From an optimization exercise on the open Yosys and OpenROAD flow, aimed at small area; shortcuts taken in it are not production practice. Only simulation tests tie the RTL to the original design; equivalence was not proved.

==> inputs of 07-16 <==
==> flow/design.v <==
module alu_issue_ctrl (
    input  logic        clk,
    input  logic        reset,
    input  logic [31:0] instr,
    input  logic        instr_valid,
    output logic        instr_ready,
    input  logic        ext_we,
    input  logic [4:0]  ext_waddr,
    input  logic [31:0] ext_wdata,
    input  logic [4:0]  dbg_addr,
    output logic [31:0] dbg_data,
    output logic [31:0] scr1,
    output logic [31:0] scr2,
    output logic [5:0]  opcode,
    output logic [4:0]  sub_opcode,
    output logic        enable_execute,
    output logic        alu_reset,
    input  logic [31:0] alu_result,
    input  logic        alu_overflow,
    output logic        done,
    output logic        overflow,
    output logic        illegal
);
    localparam logic [5:0] OP_ARITH  = 6'b100000;
    localparam logic [5:0] OP_ADDI   = 6'b101000;
    localparam logic [5:0] OP_ORI    = 6'b101100;
    localparam logic [5:0] OP_XORI   = 6'b101011;
    localparam logic [5:0] OP_MOVI   = 6'b100010;
    localparam logic [1:0] S_IDLE   = 2'd0;
    localparam logic [1:0] S_DECODE = 2'd1;
    localparam logic [1:0] S_EXEC   = 2'd2;
    localparam logic [1:0] S_WB     = 2'd3;
    logic [1:0]  state;
    logic [31:0] opres_q;    
    logic        ovf_q;
    logic [31:0] regs [32];
    logic st_idle, st_dec, st_exec, st_wb;
    assign st_idle = (state == S_IDLE);
    assign st_dec  = (state == S_DECODE);
    assign st_exec = (state == S_EXEC);
    assign st_wb   = (state == S_WB);
    logic [5:0]  in_op;
    logic [4:0]  in_sub;
    logic        in_arith, in_legal, in_movi;
    logic [1:0]  in_kind;    
    assign in_op    = instr[30:25];
    assign in_sub   = instr[4:0];
    assign in_arith = (in_op == OP_ARITH);
    assign in_movi  = (in_op == OP_MOVI);
    assign in_legal = (in_arith && (in_sub == 5'b00000 || in_sub == 5'b00001 ||
                                    in_sub == 5'b00010 || in_sub == 5'b00011 ||
                                    in_sub == 5'b00100 || in_sub == 5'b01000 ||
                                    in_sub == 5'b01001 || in_sub == 5'b01011)) ||
                      in_op == OP_ADDI || in_op == OP_ORI || in_op == OP_XORI || in_movi;
    assign in_kind  = {in_op == OP_ORI || in_op == OP_XORI, in_op == OP_ADDI || in_op == OP_XORI};
    localparam int IQW = 5 + 15 + 1 + 1 + 2;
    logic [IQW-1:0] iq, iq_in, iq_nxt;
    assign iq_in = {instr[24:20], instr[14:0], in_legal, in_movi, in_kind};
    for (genvar b = 0; b < IQW; b++) begin : g_iq
        alu_issue_ctrl_ao22 u_hold (
            .a0(iq[b]),    .b0(!st_idle),
            .a1(iq_in[b]), .b1(st_idle),
            .y(iq_nxt[b]));
    end
    always_ff @(posedge clk) begin
        iq <= iq_nxt;
    end
    logic [4:0]  q_rt, q_rb, q_sub;
    logic [14:0] q_imm;
    logic        is_legal, is_movi;
    logic [1:0]  q_kind;
    assign {q_rt, q_imm, is_legal, is_movi, q_kind} = iq;
    assign q_rb  = q_imm[14:10];
    assign q_sub = q_imm[4:0];
    always_ff @(posedge clk) begin
        if (reset) begin
            state <= S_IDLE;
        end else begin
            case (state)
                S_IDLE:   state <= instr_valid ? S_DECODE : S_IDLE;
                S_DECODE: state <= is_legal ? S_EXEC : S_IDLE;
                S_EXEC:   state <= S_WB;
                default:  state <= S_IDLE;
            endcase
        end
    end
    assign instr_ready    = st_idle;
    assign illegal        = st_dec && !is_legal;
    assign enable_execute = st_exec && !is_movi;
    assign alu_reset      = !enable_execute;
    assign done           = st_wb;
    assign opcode         = {2'b10, q_kind != 2'd0, q_kind == 2'd2, q_kind == 2'd3, q_kind == 2'd3};
    assign sub_opcode     = q_sub;
    assign overflow       = ovf_q;
    logic [31:0] dsel, isel;
    logic [4:0]  iaddr;     
    logic [31:0] drd, ird;
    logic [4:0] iaddr_in, iaddr_nxt;
    logic       iaddr_hold;
    assign iaddr_in   = st_idle ? instr[19:15] : q_rb;
    assign iaddr_hold = !st_idle && is_movi;
    for (genvar b = 0; b < 5; b++) begin : g_iaddr
        alu_issue_ctrl_ao22 u_hold (
            .a0(iaddr[b]),    .b0(iaddr_hold),
            .a1(iaddr_in[b]), .b1(!iaddr_hold),
            .y(iaddr_nxt[b]));
    end
    always_ff @(posedge clk) begin
        iaddr <= iaddr_nxt;
    end
    always_comb begin
        for (int i = 0; i < 32; i++) begin
            dsel[i] = (dbg_addr == i[4:0]);
            isel[i] = (iaddr == i[4:0]);
        end
    end
    logic [31:0] dlast_n, ilast_n;
    for (genvar b = 0; b < 32; b += 2) begin : g_last
        alu_issue_ctrl_aoi22x2 u_dbg (
            .a0(regs[30][b +: 2]), .b0(dsel[30]),
            .a1(regs[31][b +: 2]), .b1(dsel[31]),
            .y(dlast_n[b +: 2]));
        alu_issue_ctrl_aoi22x2 u_int (
            .a0(regs[30][b +: 2]), .b0(isel[30]),
            .a1(regs[31][b +: 2]), .b1(isel[31]),
            .y(ilast_n[b +: 2]));
    end
    for (genvar b = 0; b < 32; b++) begin : g_rd
        logic [29:0] col;
        for (genvar i = 0; i < 30; i++) begin : g_col
            assign col[i] = regs[i][b];
        end
        alu_issue_ctrl_rdbit u_dbg (.d(col), .sel(dsel[29:0]), .last_n(dlast_n[b]), .q(drd[b]));
        alu_issue_ctrl_rdbit u_int (.d(col), .sel(isel[29:0]), .last_n(ilast_n[b]), .q(ird[b]));
    end
    assign dbg_data = drd;
    logic [31:0] opres_nxt;
    for (genvar b = 0; b < 32; b++) begin : g_opres
        alu_issue_ctrl_ao22 u_sel (
            .a0(ird[b]),        .b0(!state[1]),
            .a1(alu_result[b]), .b1(state[1]),
            .y(opres_nxt[b]));
    end
    always_ff @(posedge clk) begin
        opres_q <= opres_nxt;
        ovf_q   <= alu_overflow && !is_movi;
    end
    assign scr1 = opres_q;
    always_comb begin
        if (q_kind == 2'd0) scr2 = q_sub[3] ? {27'b0, q_rb} : ird;
        else if (q_kind == 2'd1) scr2 = {{17{q_imm[14]}}, q_imm};
        else                scr2 = {17'b0, q_imm};
    end
    logic        we;
    logic [4:0]  waddr;
    logic [31:0] wdata;
    logic [31:0] wsel;
    assign we    = (st_idle && ext_we) || st_wb;
    assign waddr = st_idle ? ext_waddr : q_rt;
    assign wdata = st_idle ? ext_wdata :
                   is_movi ? {{12{iaddr[4]}}, iaddr, q_imm} : opres_q;
    always_comb begin
        for (int i = 0; i < 32; i++) wsel[i] = we && (waddr == i[4:0]);
    end
    logic [31:0] rhold, rload;
    assign rhold = reset ? '0 : ~wsel;
    assign rload = reset ? '0 : wsel;
    logic [31:0] regs_nxt [32];
    for (genvar i = 0; i < 32; i++) begin : g_reg
        for (genvar b = 0; b < 32; b++) begin : g_bit
            alu_issue_ctrl_ao22 u_hold (
                .a0(regs[i][b]), .b0(rhold[i]),
                .a1(wdata[b]),   .b1(rload[i]),
                .y(regs_nxt[i][b]));
        end
    end
    always_ff @(posedge clk) begin
        for (int i = 0; i < 32; i++) regs[i] <= regs_nxt[i];
    end
endmodule
module alu_issue_ctrl_rdbit (
    input  logic [29:0] d,
    input  logic [29:0] sel,
    input  logic        last_n,
    output logic        q
);
    logic [10:0] n;
    for (genvar k = 0; k < 10; k++) begin : g_aoi
        alu_issue_ctrl_aoi222 u_aoi (
            .a0(d[3*k]),   .b0(sel[3*k]),
            .a1(d[3*k+1]), .b1(sel[3*k+1]),
            .a2(d[3*k+2]), .b2(sel[3*k+2]),
            .y(n[k]));
    end
    assign n[10] = last_n;
    assign q = ~&n;
endmodule
module alu_issue_ctrl_aoi22x2 (
    input  logic [1:0] a0,
    input  logic       b0,
    input  logic [1:0] a1,
    input  logic       b1,
    output logic [1:0] y
);
    assign y = ~((a0 & {2{b0}}) | (a1 & {2{b1}}));
endmodule
module alu_issue_ctrl_aoi222 (
    input  logic a0, b0, a1, b1, a2, b2,
    output logic y
);
    assign y = ~((a0 & b0) | (a1 & b1) | (a2 & b2));
endmodule
module alu_issue_ctrl_ao22 (
    input  logic a0, b0, a1, b1,
    output logic y
);
    assign y = (a0 & b0) | (a1 & b1);
endmodule
==> flow/flow/run.sh <==
#!/bin/bash
# Own layout flow: the standard flow (standard.sh: unchanged synthesis,
# floorplan, power grid and tap cells, placement, routing) with two changes
# made through ORFS's own variables:
#  - ports are buffered with sky130_fd_sc_hd__buf_1 instead of the default
#    delay buffer
#  - clock tree synthesis clusters up to 16 flip-flops within 50 um under
#    each clkbuf_8 and inserts no dummy loads
# The make output goes to standard.log; each ORFS step logs under orfs/logs.
set -euo pipefail
export BUFFER_PORTS_ARGS="-buffer_cell sky130_fd_sc_hd__buf_1"
export CTS_ARGS="-sink_clustering_enable -repair_clock_nets -dont_use_dummy_load -sink_clustering_size 16 -sink_clustering_max_diameter 50 -buf_list {sky130_fd_sc_hd__clkbuf_8}"
bash standard.sh finish > standard.log 2>&1
==> flow/standard.sh <==
#!/bin/bash
# synth_recipe.tcl (not shown) runs the flow's synth.tcl, then flattens the netlist and writes it again
# the make line also repeats each setting of config.mk as NAME=value (left out here)
make -C /OpenROAD-flow-scripts/flow DESIGN_CONFIG=/design/flow/config.mk WORK_HOME=/design/flow/orfs CLKGATE_MAP_FILE= SYNTH_SCRIPT=/design/flow/synth_recipe.tcl "${@:-finish}"
==> flow/config.mk <==
export PLATFORM = sky130hd
export DESIGN_NAME = alu_issue_ctrl
export DESIGN_NICKNAME = alu_issue_ctrl
export VERILOG_FILES = /design/flow/design.v
export SDC_FILE = /design/flow/constraint.sdc
export NUM_CORES = 4
export LEC_CHECK = 0
export CAP_MARGIN = 0
export CORE_MARGIN = 2
export CORE_UTILIZATION = 45
export SLEW_MARGIN = 0
export SYNTH_HIERARCHICAL = 1
==> flow/constraint.sdc <==
create_clock -name core_clock -period 6.0 [get_ports {clk}]
set_input_delay 1.2000 -clock core_clock [delete_from_list [all_inputs] [get_ports {clk}]]
set_output_delay 1.2000 -clock core_clock [all_outputs]
set_load 0.01 [all_outputs]
==> 05-02: changes against 07-16 <==
==> flow/design.v, changed modules only <==
module alu_issue_ctrl (
    input  logic        clk,
    input  logic        reset,
    input  logic [31:0] instr,
    input  logic        instr_valid,
    output logic        instr_ready,
    input  logic        ext_we,
    input  logic [4:0]  ext_waddr,
    input  logic [31:0] ext_wdata,
    input  logic [4:0]  dbg_addr,
    output logic [31:0] dbg_data,
    output logic [31:0] scr1,
    output logic [31:0] scr2,
    output logic [5:0]  opcode,
    output logic [4:0]  sub_opcode,
    output logic        enable_execute,
    output logic        alu_reset,
    input  logic [31:0] alu_result,
    input  logic        alu_overflow,
    output logic        done,
    output logic        overflow,
    output logic        illegal
);
    localparam logic [5:0] OP_ARITH  = 6'b100000;
    localparam logic [5:0] OP_ADDI   = 6'b101000;
    localparam logic [5:0] OP_ORI    = 6'b101100;
    localparam logic [5:0] OP_XORI   = 6'b101011;
    localparam logic [5:0] OP_MOVI   = 6'b100010;
    localparam logic [1:0] S_IDLE   = 2'd0;
    localparam logic [1:0] S_DECODE = 2'd1;
    localparam logic [1:0] S_EXEC   = 2'd2;
    localparam logic [1:0] S_WB     = 2'd3;
    logic [1:0]  state;
    logic [30:0] instr_q;
    logic [31:0] opres_q;    
    logic        ovf_q;
    logic [31:0] regs [32];
    logic [31:0] valid;
    logic st_idle, st_dec, st_exec, st_wb;
    assign st_idle = (state == S_IDLE);
    assign st_dec  = (state == S_DECODE);
    assign st_exec = (state == S_EXEC);
    assign st_wb   = (state == S_WB);
    logic [5:0]  q_op;
    logic [4:0]  q_rt, q_ra, q_rb, q_sub;
    assign q_op  = instr_q[30:25];
    assign q_rt  = instr_q[24:20];
    assign q_ra  = instr_q[19:15];
    assign q_rb  = instr_q[14:10];
    assign q_sub = instr_q[4:0];
    logic is_arith, arith_reg, arith_sh, is_addi, is_oxi, is_movi, legal;
    assign is_arith  = (q_op == OP_ARITH);
    assign arith_reg = is_arith && (q_sub == 5'b00000 || q_sub == 5'b00001 || q_sub == 5'b00010 ||
                                    q_sub == 5'b00011 || q_sub == 5'b00100);
    assign arith_sh  = is_arith && (q_sub == 5'b01000 || q_sub == 5'b01001 || q_sub == 5'b01011);
    assign is_addi   = (q_op == OP_ADDI);
    assign is_oxi    = (q_op == OP_ORI) || (q_op == OP_XORI);
    assign is_movi   = (q_op == OP_MOVI);
    assign legal     = arith_reg || arith_sh || is_addi || is_oxi || is_movi;
    always_ff @(posedge clk) begin
        if (reset) begin
            state <= S_IDLE;
        end else begin
            case (state)
                S_IDLE:   state <= instr_valid ? S_DECODE : S_IDLE;
                S_DECODE: state <= legal ? S_EXEC : S_IDLE;
                S_EXEC:   state <= S_WB;
                default:  state <= S_IDLE;
            endcase
        end
    end
    assign instr_ready    = st_idle;
    assign illegal        = st_dec && !legal;
    assign enable_execute = st_exec && !is_movi;
    assign alu_reset      = !enable_execute;
    assign done           = st_wb;
    assign opcode         = q_op;
    assign sub_opcode     = q_sub;
    assign overflow       = ovf_q;
    logic [30:0] instr_nxt;
    for (genvar b = 0; b < 31; b++) begin : g_iq
        alu_issue_ctrl_ao22 u_hold (
            .a0(instr_q[b]), .b0(!st_idle),
            .a1(instr[b]),   .b1(st_idle),
            .y(instr_nxt[b]));
    end
    always_ff @(posedge clk) begin
        instr_q <= instr_nxt;
    end
    logic [31:0] dsel, isel;
    logic [4:0]  iaddr;     
    logic [31:0] drd, ird;
    always_ff @(posedge clk) begin
        iaddr <= st_idle ? instr[19:15] : q_rb;
    end
    always_comb begin
        for (int i = 0; i < 32; i++) begin
            dsel[i] = valid[i] && (dbg_addr == i[4:0]);
            isel[i] = valid[i] && (iaddr == i[4:0]);
        end
    end
    logic [31:0] dlast_n, ilast_n;
    for (genvar b = 0; b < 32; b += 2) begin : g_last
        alu_issue_ctrl_aoi22x2 u_dbg (
            .a0(regs[30][b +: 2]), .b0(dsel[30]),
            .a1(regs[31][b +: 2]), .b1(dsel[31]),
            .y(dlast_n[b +: 2]));
        alu_issue_ctrl_aoi22x2 u_int (
            .a0(regs[30][b +: 2]), .b0(isel[30]),
            .a1(regs[31][b +: 2]), .b1(isel[31]),
            .y(ilast_n[b +: 2]));
    end
    for (genvar b = 0; b < 32; b++) begin : g_rd
        logic [29:0] col;
        for (genvar i = 0; i < 30; i++) begin : g_col
            assign col[i] = regs[i][b];
        end
        alu_issue_ctrl_rdbit u_dbg (.d(col), .sel(dsel[29:0]), .last_n(dlast_n[b]), .q(drd[b]));
        alu_issue_ctrl_rdbit u_int (.d(col), .sel(isel[29:0]), .last_n(ilast_n[b]), .q(ird[b]));
    end
    assign dbg_data = drd;
    logic [31:0] opres_nxt;
    for (genvar b = 0; b < 32; b++) begin : g_opres
        alu_issue_ctrl_ao22 u_sel (
            .a0(ird[b]),        .b0(!state[1]),
            .a1(alu_result[b]), .b1(state[1]),
            .y(opres_nxt[b]));
    end
    always_ff @(posedge clk) begin
        opres_q <= opres_nxt;
        ovf_q   <= alu_overflow && !is_movi;
    end
    assign scr1 = opres_q;
    always_comb begin
        if (arith_reg)     scr2 = ird;
        else if (arith_sh) scr2 = {27'b0, q_rb};
        else if (is_addi)  scr2 = {{17{instr_q[14]}}, instr_q[14:0]};
        else               scr2 = {17'b0, instr_q[14:0]};
    end
    logic        we;
    logic [4:0]  waddr;
    logic [31:0] wdata;
    logic [31:0] wsel;
    assign we    = (st_idle && ext_we) || st_wb;
    assign waddr = st_idle ? ext_waddr : q_rt;
    assign wdata = st_idle ? ext_wdata :
                   is_movi ? {{12{instr_q[19]}}, instr_q[19:0]} : opres_q;
    always_comb begin
        for (int i = 0; i < 32; i++) wsel[i] = we && (waddr == i[4:0]);
    end
    logic [31:0] wsel_n;
    assign wsel_n = ~wsel;
    logic [31:0] regs_nxt [32];
    for (genvar i = 0; i < 32; i++) begin : g_reg
        for (genvar b = 0; b < 32; b++) begin : g_bit
            alu_issue_ctrl_ao22 u_hold (
                .a0(regs[i][b]), .b0(wsel_n[i]),
                .a1(wdata[b]),   .b1(wsel[i]),
                .y(regs_nxt[i][b]));
        end
    end
    always_ff @(posedge clk) begin
        for (int i = 0; i < 32; i++) regs[i] <= regs_nxt[i];
    end
    always_ff @(posedge clk) begin
        if (reset) valid <= '0;
        else       valid <= valid | wsel;
    end
endmodule
Settings changed: CAP_MARGIN 0 to 20, CORE_UTILIZATION 45 to 40, SLEW_MARGIN 0 to 20.
==> 10-06: changes against 07-16 <==
Settings changed: CORE_UTILIZATION 45 to 40.
==> flow_summary.html <==
<table>
<tr><th>Metric</th><th>Value</th></tr>
<tr><th colspan="2">Final layout</th></tr>
<tr><td>Combined flip-flop and latch cell area</td><td>roughly 0.023 mm^2</td></tr>
<tr><td>Fillers</td><td>between 9000 and 10000</td></tr>
<tr><td>Sequential cell area share</td><td>46.0%</td></tr>
<tr><td>Nonclk buf count</td><td>~400</td></tr>
<tr><th colspan="2">Outcome</th></tr>
<tr><td>Status</td><td>complete, no violations</td></tr>
<tr><th colspan="2">Setup path</th></tr>
<tr><td>Start point of the critical path</td><td>iaddr[0]$_DFF_P_</td></tr>
<tr><th colspan="2">GRT</th></tr>
<tr><td>Via count of the first global-routing pass</td><td>just over 40000</td></tr>
</table>
-- figures above: 05-02

==> flow_summary.html <==
<table>
<tr><th>Metric</th><th>Value</th></tr>
<tr><th colspan="2">Final layout</th></tr>
<tr><td>Sequential cell area share</td><td>44.7%</td></tr>
<tr><td>Fillers</td><td>about 8500</td></tr>
<tr><td>Combined flip-flop and latch cell area</td><td>around 0.022 mm^2</td></tr>
<tr><th colspan="2">Setup path</th></tr>
<tr><td>Start point of the critical path</td><td>iaddr[1]$_DFF_P_</td></tr>
<tr><th colspan="2">Outcome</th></tr>
<tr><td>Status</td><td>complete, no violations</td></tr>
</table>
-- figures above: 07-16

==> flow_summary.html <==
<table>
<tr><th>Metric</th><th>Value</th></tr>
<tr><th colspan="2">Setup path</th></tr>
<tr><td>Start point of the critical path</td><td>iaddr[1]$_DFF_P_</td></tr>
<tr><th colspan="2">Outcome</th></tr>
<tr><td>Status</td><td>complete, no violations</td></tr>
<tr><th colspan="2">Final layout</th></tr>
<tr><td>Combined flip-flop and latch cell area</td><td>between 0.02 and 0.025 mm^2</td></tr>
<tr><td>Sequential cell area share</td><td>~45%</td></tr>
<tr><td>Fillers</td><td>9708</td></tr>
</table>
-- figures above: 10-06

-- re-timing with driven ports --
The flow's constraints put no driver on any port. The routed layouts listed below were extracted and timed again, unchanged, in two steps.
Step 1 assumes that a clkbuf_16 drives the clock port and a buf_2 every other input.
Step 2 times the ports against the registers' clock, not the clock port: input delays grow and output delays shrink by t, the midpoint of the rising clock arrivals with the driver on.
Three values: no drivers, after step 1, after step 2; two values: the first two.
run | t (ns) | setup slack, ns | worst data-port slew with drivers (ns)
07-16 | 0.863 | 0.072 / 0.007 / 0.284 | 0.17
05-02 | 0.854 | 0.168 / 0.093 / 0.201 | 0.06
10-06 | 0.839 | 0.315 / 0.250 / 0.438 | 0.12
After both steps every run listed still meets setup and hold.
